Context: an optimization exercise on an open-source flow, tuned for small area. The choices shown serve that exercise and are no tape-out recipe. Function was checked by simulation only, so behaviour that the tests miss may differ from the original. Power figures rest on the tool's default switching activity, not on a simulated workload.

Design axis_to_seg_top, start of the top module:
module axis_to_seg_top #(
    parameter int NUM_CH    = 2,
    parameter int ING_DEPTH = 16,
    parameter int EGR_DEPTH = 16
) (
    input  logic               aclk,
    input  logic               local_rstn,
    input  logic [NUM_CH-1:0]  ing_valid,
    output logic [NUM_CH-1:0]  ing_ready,
    input  logic [NUM_CH*seg_pkg::ING_BEAT_W-1:0] ing_beat,   
    output logic [NUM_CH-1:0]  seg_valid,
    input  logic [NUM_CH-1:0]  seg_ready,
    output logic [NUM_CH*seg_pkg::CH_SEG_W-1:0]   seg_out,    
    output seg_pkg::seg_tid_t  seg_tid,
    output logic               err_alignment
);
    localparam int MIN_FILL = ING_DEPTH / 4;
    logic [NUM_CH-1:0] head_valid;
    logic [NUM_CH-1:0] level_ok;
    logic [NUM_CH-1:0] almost_full;
    logic              pop;           
    logic [NUM_CH*seg_pkg::XFER_ID_W-1:0] head_xfer_id;
    logic [NUM_CH-1:0]                   head_alt_ne;
    logic [NUM_CH*seg_pkg::SEG_TID_W-1:0] head_seg_tid;
    for (genvar ch = 0; ch < NUM_CH; ch++) begin : gen_ch
        seg_channel #(
            .ING_DEPTH (ING_DEPTH),
  ...
Size in the first run: ~340 I/O pins, about 0.18 sq mm of cells after synthesis.
clock: 6.0 ns
lec_check: 0
cap_margin: 20
core_margin: 2
core_utilization: 66
slew_margin: 20
standard.sh (not shown) runs the stock make flow with config.mk's settings and CLKGATE_MAP_FILE= SYNTH_SCRIPT=/design/flow/synth_recipe.tcl, a recipe that flattens the netlist after the stock synthesis.
==> flow/flow/run.sh <==
#!/bin/bash
# Standard ORFS layout (the standard.sh, standard synthesis unchanged) with two changes:
#  - ports are buffered with sky130_fd_sc_hd__buf_1 instead of the default pick, a delay cell;
#  - CTS uses clkbuf_8 with sink clusters of at most 18 sinks and 50 um and no dummy loads.
set -euo pipefail
CTS="-sink_clustering_enable -repair_clock_nets -sink_clustering_size 18 -sink_clustering_max_diameter 50 -buf_list sky130_fd_sc_hd__clkbuf_8 -dont_use_dummy_load"
bash standard.sh "CTS_ARGS=$CTS" "BUFFER_PORTS_ARGS=-buffer_cell sky130_fd_sc_hd__buf_1" finish > standard_finish.log 2>&1
The starting point finished clean.
==> next run, changes <==
==> flow/run.sh (new file) <==
#!/bin/bash
# synth_recipe.tcl (not shown) runs the flow's synth.tcl, then flattens the netlist and writes it again
# the make line also repeats each setting of config.mk as NAME=value (left out here)
make -C /OpenROAD-flow-scripts/flow DESIGN_CONFIG=/design/flow/config.mk WORK_HOME=/design/flow/orfs CLKGATE_MAP_FILE= SYNTH_SCRIPT=/design/flow/synth_recipe.tcl finish
Settings changed: CORE_UTILIZATION 66 to 60, CTS_BUF_LIST set to sky130_fd_sc_hd__clkbuf_8, CTS_CLUSTER_DIAMETER set to 45, CTS_CLUSTER_SIZE set to 16.
removed: flow/flow/run.sh
removed: flow/standard.sh
=>
- The new run ran to the end with no violations
- via count rose by 1.1%
- utilization fell by 3.3 points
- cell area rose by 4.6%
- routed wire length rose by 4.1%
- worst setup slack degrades by 0.46 ns
- hold slack degrades by 0.0052 ns
- power rose by 15%
- final cell count rose by 7.2%
- global-route usage fell by 2.2 points
- fmax fell by 8.2%
- register-to-register slack improves by 0.16 ns
==> next run, changes <==
==> flow/flow/run.sh (new file) <==
#!/bin/bash
# Standard ORFS layout (the standard.sh, standard synthesis unchanged) with two changes:
#  - ports are buffered with sky130_fd_sc_hd__buf_1 instead of the default pick, a delay cell;
#  - CTS uses clkbuf_8 with smaller sink clusters and no dummy loads.
set -euo pipefail
CTS="-sink_clustering_enable -repair_clock_nets -sink_clustering_size 16 -sink_clustering_max_diameter 45 -buf_list sky130_fd_sc_hd__clkbuf_8 -dont_use_dummy_load"
bash standard.sh "CTS_ARGS=$CTS" "BUFFER_PORTS_ARGS=-buffer_cell sky130_fd_sc_hd__buf_1" finish > standard_finish.log 2>&1
==> flow/standard.sh (new file) <==
#!/bin/bash
# synth_recipe.tcl (not shown) runs the flow's synth.tcl, then flattens the netlist and writes it again
# the make line also repeats each setting of config.mk as NAME=value (left out here)
make -C /OpenROAD-flow-scripts/flow DESIGN_CONFIG=/design/flow/config.mk WORK_HOME=/design/flow/orfs CLKGATE_MAP_FILE= SYNTH_SCRIPT=/design/flow/synth_recipe.tcl "${@:-finish}"
Settings changed: CORE_UTILIZATION 60 to 66, CTS_BUF_LIST sky130_fd_sc_hd__clkbuf_8 to unset, CTS_CLUSTER_DIAMETER 45 to unset, CTS_CLUSTER_SIZE 16 to unset.
removed: flow/run.sh
Outcome:
- final cell count fell by about 6%
- utilization grows by 3.8 points
- design area is lower by about 3.8%
- worst setup slack improved by 0.43 ns
- sequential power stays flat
- sequential share of layout area is higher by 2.9 points
- flip-flop and latch count does not change
- critical path depth fell by 1
- clock power shrinks by about 26%
- routed wire length fell by about 4%
- global-route usage rose by 2.3 points

## what the ideal ports hide
No port has a modelled driver above. Below, the same layouts with a new extraction and two added sets of constraints. Step 1 assumes that a clkbuf_16 drives the clock port and a buf_2 every other input. Step 2 adds t to the input delays and takes it off the output delays; t is the mean of the earliest and latest rising clock arrival at the registers after step 1. Input paths then give back, and output paths get back, about the clock's delay inside the block. Three values: no drivers, after step 1, after step 2; two values: the first two.
| run | shift t [ns] | setup slack, ns | cell pins on the clock port's net |
|---|---|---|---|
| the first run | 1.225 | 0.883 / 0.782 / 1.497 | 1 |
| the second run | 1.296 | 0.425 / 0.320 / 1.187 | 1 |
| the third run | 1.280 | 0.853 / 0.753 / 1.490 | 1 |
After both steps every run listed still meets setup and hold.
